What follows belongs to an exercise in optimizing a design on an open flow for small area; a production flow would make more cautious choices. The RTL was checked by simulation tests, not by an equivalence proof against the original design. Power and IR drop assume default switching activity.

==> flow/design.v <==
package freq_div_pkg;
    localparam int unsigned CNT_W_DEF  = 32;
    localparam int unsigned MAX_CNT_W  = 64;
    localparam int unsigned MIN_PERIOD = 2;
    typedef logic [MAX_CNT_W-1:0] cnt_max_t;
    typedef enum logic [1:0] {
        CH_OFF  = 2'd0,
        CH_RUN  = 2'd1,
        CH_PEND = 2'd2
    } ch_state_e;
    function automatic logic [MAX_CNT_W-1:0] clamp_period(input logic [MAX_CNT_W-1:0] period);
        if (period < MAX_CNT_W'(MIN_PERIOD)) begin
            clamp_period = MAX_CNT_W'(MIN_PERIOD);
        end else begin
            clamp_period = period;
        end
    endfunction
endpackage
module freq_div_channel
#(
    parameter int unsigned CNT_W      = freq_div_pkg::CNT_W_DEF,
    parameter int unsigned DEF_PERIOD = 2,
    parameter int unsigned DEF_HIGH   = 1
) (
    input  logic             i_clk,
    input  logic             i_rst_n,
    input  logic             i_enable,
    input  logic             i_load,
    input  logic             i_sync,
    input  logic [CNT_W-1:0] i_period,
    input  logic [CNT_W-1:0] i_high,
    output logic             o_clk,
    output logic             o_tick,
    output logic             o_pending
);
    logic             run_q;       
    logic             pend_q;      
    logic             use_stg_q;   
    logic             dflt_q;      
    logic             clk_q, clk_d;
    logic             tick_q;
    logic [CNT_W-1:0] cnt_q;
    logic [CNT_W-1:0] act_per_q;
    logic [CNT_W-1:0] act_high_q;
    logic             act_hz_q;    
    logic [CNT_W-1:0] stg_per_q;
    logic [CNT_W-1:0] stg_high_q;
    logic             stg_hz_q;    
    logic             stg_h1_q;    
    logic [CNT_W-1:0] cnt_inc;
    logic [CNT_W-1:0] per_eff;
    logic             in_hz, in_h1;
    logic             wrap;
    logic             bnd;
    logic             apply;
    logic             take_new;
    logic             new_hz;
    always_comb begin
        cnt_inc  = cnt_q + CNT_W'(1);
        per_eff  = CNT_W'(freq_div_pkg::clamp_period(freq_div_pkg::MAX_CNT_W'(act_per_q)));
        wrap     = dflt_q ? cnt_q[0] : (cnt_inc == per_eff);
        bnd      = !run_q || wrap || i_sync;
        apply    = !i_enable || bnd;
        take_new = apply && (i_load || pend_q);
        in_hz    = (i_high == CNT_W'(0));
        in_h1    = (i_high == CNT_W'(1));
        if (i_load && apply)
            new_hz = in_hz;
        else if (pend_q || use_stg_q)
            new_hz = stg_hz_q;
        else
            new_hz = act_hz_q && !dflt_q;
        if (!i_enable)
            clk_d = 1'b0;
        else if (bnd)
            clk_d = !new_hz;
        else if (use_stg_q)
            clk_d = clk_q && !stg_h1_q;           
        else if (dflt_q)
            clk_d = 1'b0;                         
        else
            clk_d = clk_q && (cnt_inc != act_high_q);
    end
    always_ff @(posedge i_clk or negedge i_rst_n) begin
        if (!i_rst_n) begin
            run_q     <= 1'b0;
            pend_q    <= 1'b0;
            use_stg_q <= 1'b0;
            dflt_q    <= 1'b1;
            clk_q     <= 1'b0;
            tick_q    <= 1'b0;
        end else begin
            run_q     <= i_enable;
            pend_q    <= i_enable && !bnd && (i_load || pend_q);
            use_stg_q <= take_new;
            dflt_q    <= dflt_q && !take_new;
            clk_q     <= clk_d;
            tick_q    <= i_enable && bnd;
        end
    end
    always_ff @(posedge i_clk) begin
        cnt_q <= bnd ? '0 : cnt_inc;
        if (i_load) begin
            stg_per_q  <= i_period;
            stg_high_q <= i_high;
            stg_hz_q   <= in_hz;
            stg_h1_q   <= in_h1;
        end
        if (use_stg_q) begin
            act_per_q  <= stg_per_q;
            act_high_q <= stg_high_q;
            act_hz_q   <= stg_hz_q;
        end
    end
    assign o_clk     = clk_q;
    assign o_tick    = tick_q;
    assign o_pending = pend_q;
endmodule
module freq_div_multi
#(
    parameter int unsigned CHANNELS   = 4,
    parameter int unsigned CNT_W      = freq_div_pkg::CNT_W_DEF,
    parameter int unsigned DEF_PERIOD = 2,
    parameter int unsigned DEF_HIGH   = 1
) (
    input  logic                      i_clk,
    input  logic                      i_rst_n,
    input  logic [CHANNELS-1:0]       i_enable,
    input  logic [CHANNELS-1:0]       i_load,
    input  logic [CHANNELS*CNT_W-1:0] i_period,
    input  logic [CHANNELS*CNT_W-1:0] i_high,
    input  logic                      i_sync,
    output logic [CHANNELS-1:0]       o_clk,
    output logic [CHANNELS-1:0]       o_tick,
    output logic [CHANNELS-1:0]       o_pending
);
    logic sync_w;
    assign sync_w = i_sync;
    for (genvar c = 0; c < CHANNELS; c++) begin : g_ch
        freq_div_channel #(
            .CNT_W      (CNT_W),
            .DEF_PERIOD (DEF_PERIOD),
            .DEF_HIGH   (DEF_HIGH)
        ) u_ch (
            .i_clk     (i_clk),
            .i_rst_n   (i_rst_n),
            .i_enable  (i_enable[c]),
            .i_load    (i_load[c]),
            .i_sync    (sync_w),
            .i_period  (i_period[c*CNT_W +: CNT_W]),
            .i_high    (i_high[c*CNT_W +: CNT_W]),
            .o_clk     (o_clk[c]),
            .o_tick    (o_tick[c]),
            .o_pending (o_pending[c])
        );
    end
endmodule
export LEC_CHECK = 0
export CAP_MARGIN = 20
export CORE_MARGIN = 2
export CORE_UTILIZATION = 40
export SLEW_MARGIN = 20
create_clock -name core_clock -period 7.0 [get_ports {i_clk}]
standard.sh (not shown) runs the stock make flow with config.mk's settings and CLKGATE_MAP_FILE= SYNTH_SCRIPT=/design/flow/synth_recipe.tcl, a recipe that flattens the netlist after the stock synthesis.
==> flow/flow/run.sh <==
#!/bin/bash
# Layout flow: the standard ORFS flow, with two changes to how the
# layout is built:
#  - port buffers use the smallest buffer cell (every port is still buffered);
#  - clock tree synthesis uses clkbuf_8 leaf clusters of at most 16 sinks
#    and adds no dummy loads.
# Each tool's full output goes to a log file in the work folder.
set -euo pipefail
export BUFFER_PORTS_ARGS="-buffer_cell sky130_fd_sc_hd__buf_1"
export CTS_ARGS="-sink_clustering_enable -repair_clock_nets -dont_use_dummy_load -buf_list sky130_fd_sc_hd__clkbuf_8 -sink_clustering_size 16 -sink_clustering_max_diameter 60"
bash standard.sh synth > synth.log 2>&1
bash standard.sh finish > layout.log 2>&1
Then changed:
==> flow/flow/run.sh (replaced) <==
#!/bin/bash
# Layout flow: the standard ORFS flow, with two changes to how the
# layout is built:
#  - port buffers use the smallest buffer cell (every port is still buffered);
#  - clock tree synthesis uses clkbuf_16 leaf clusters of at most 25 sinks
#    and adds no dummy loads.
# Each tool's full output goes to a log file in the work folder.
set -euo pipefail
export BUFFER_PORTS_ARGS="-buffer_cell sky130_fd_sc_hd__buf_1"
export CTS_ARGS="-sink_clustering_enable -repair_clock_nets -dont_use_dummy_load -buf_list sky130_fd_sc_hd__clkbuf_16 -sink_clustering_size 25 -sink_clustering_max_diameter 100"
bash standard.sh synth > synth.log 2>&1
bash standard.sh finish > layout.log 2>&1
Settings changed: CORE_UTILIZATION 40 to 60.
The changed run completed with no timing, DRC or antenna violations.
Total power went down by 1.1%.
Die area went down by 33%.
Count of clock-buffer cells in the layout went down by 29.
Routed wire length went down by 9.0%.

==> separate check: timing with driven ports <==
No port has a modelled driver above. Below, the same layouts with a new extraction and two added sets of constraints. Step 1 (the two cells are an assumption about what drives the block):
set clk [get_ports {i_clk}]
set_driving_cell -lib_cell sky130_fd_sc_hd__clkbuf_16 $clk
set_driving_cell -lib_cell sky130_fd_sc_hd__buf_2 [delete_from_list [all_inputs] $clk]
Step 2 moves the port delays by t, midway between the first and last clock arrival at a register: inputs arrive t later, outputs are due t later. That takes back most of the time a late clock gives input paths. Three values: ideal ports, drivers, drivers and shift; two values: the first two.
| run | t, ns | setup slack, ns | clock arrival spread, ns |
|---|---|---|---|
| the first run | 0.735 | 2.285 / 2.285 / 2.285 | 0.108 / 0.108 |
| the second run | 0.668 | 2.445 / 2.445 / 2.445 | 0.078 / 0.078 |
After both steps setup and hold are still met in every run listed.
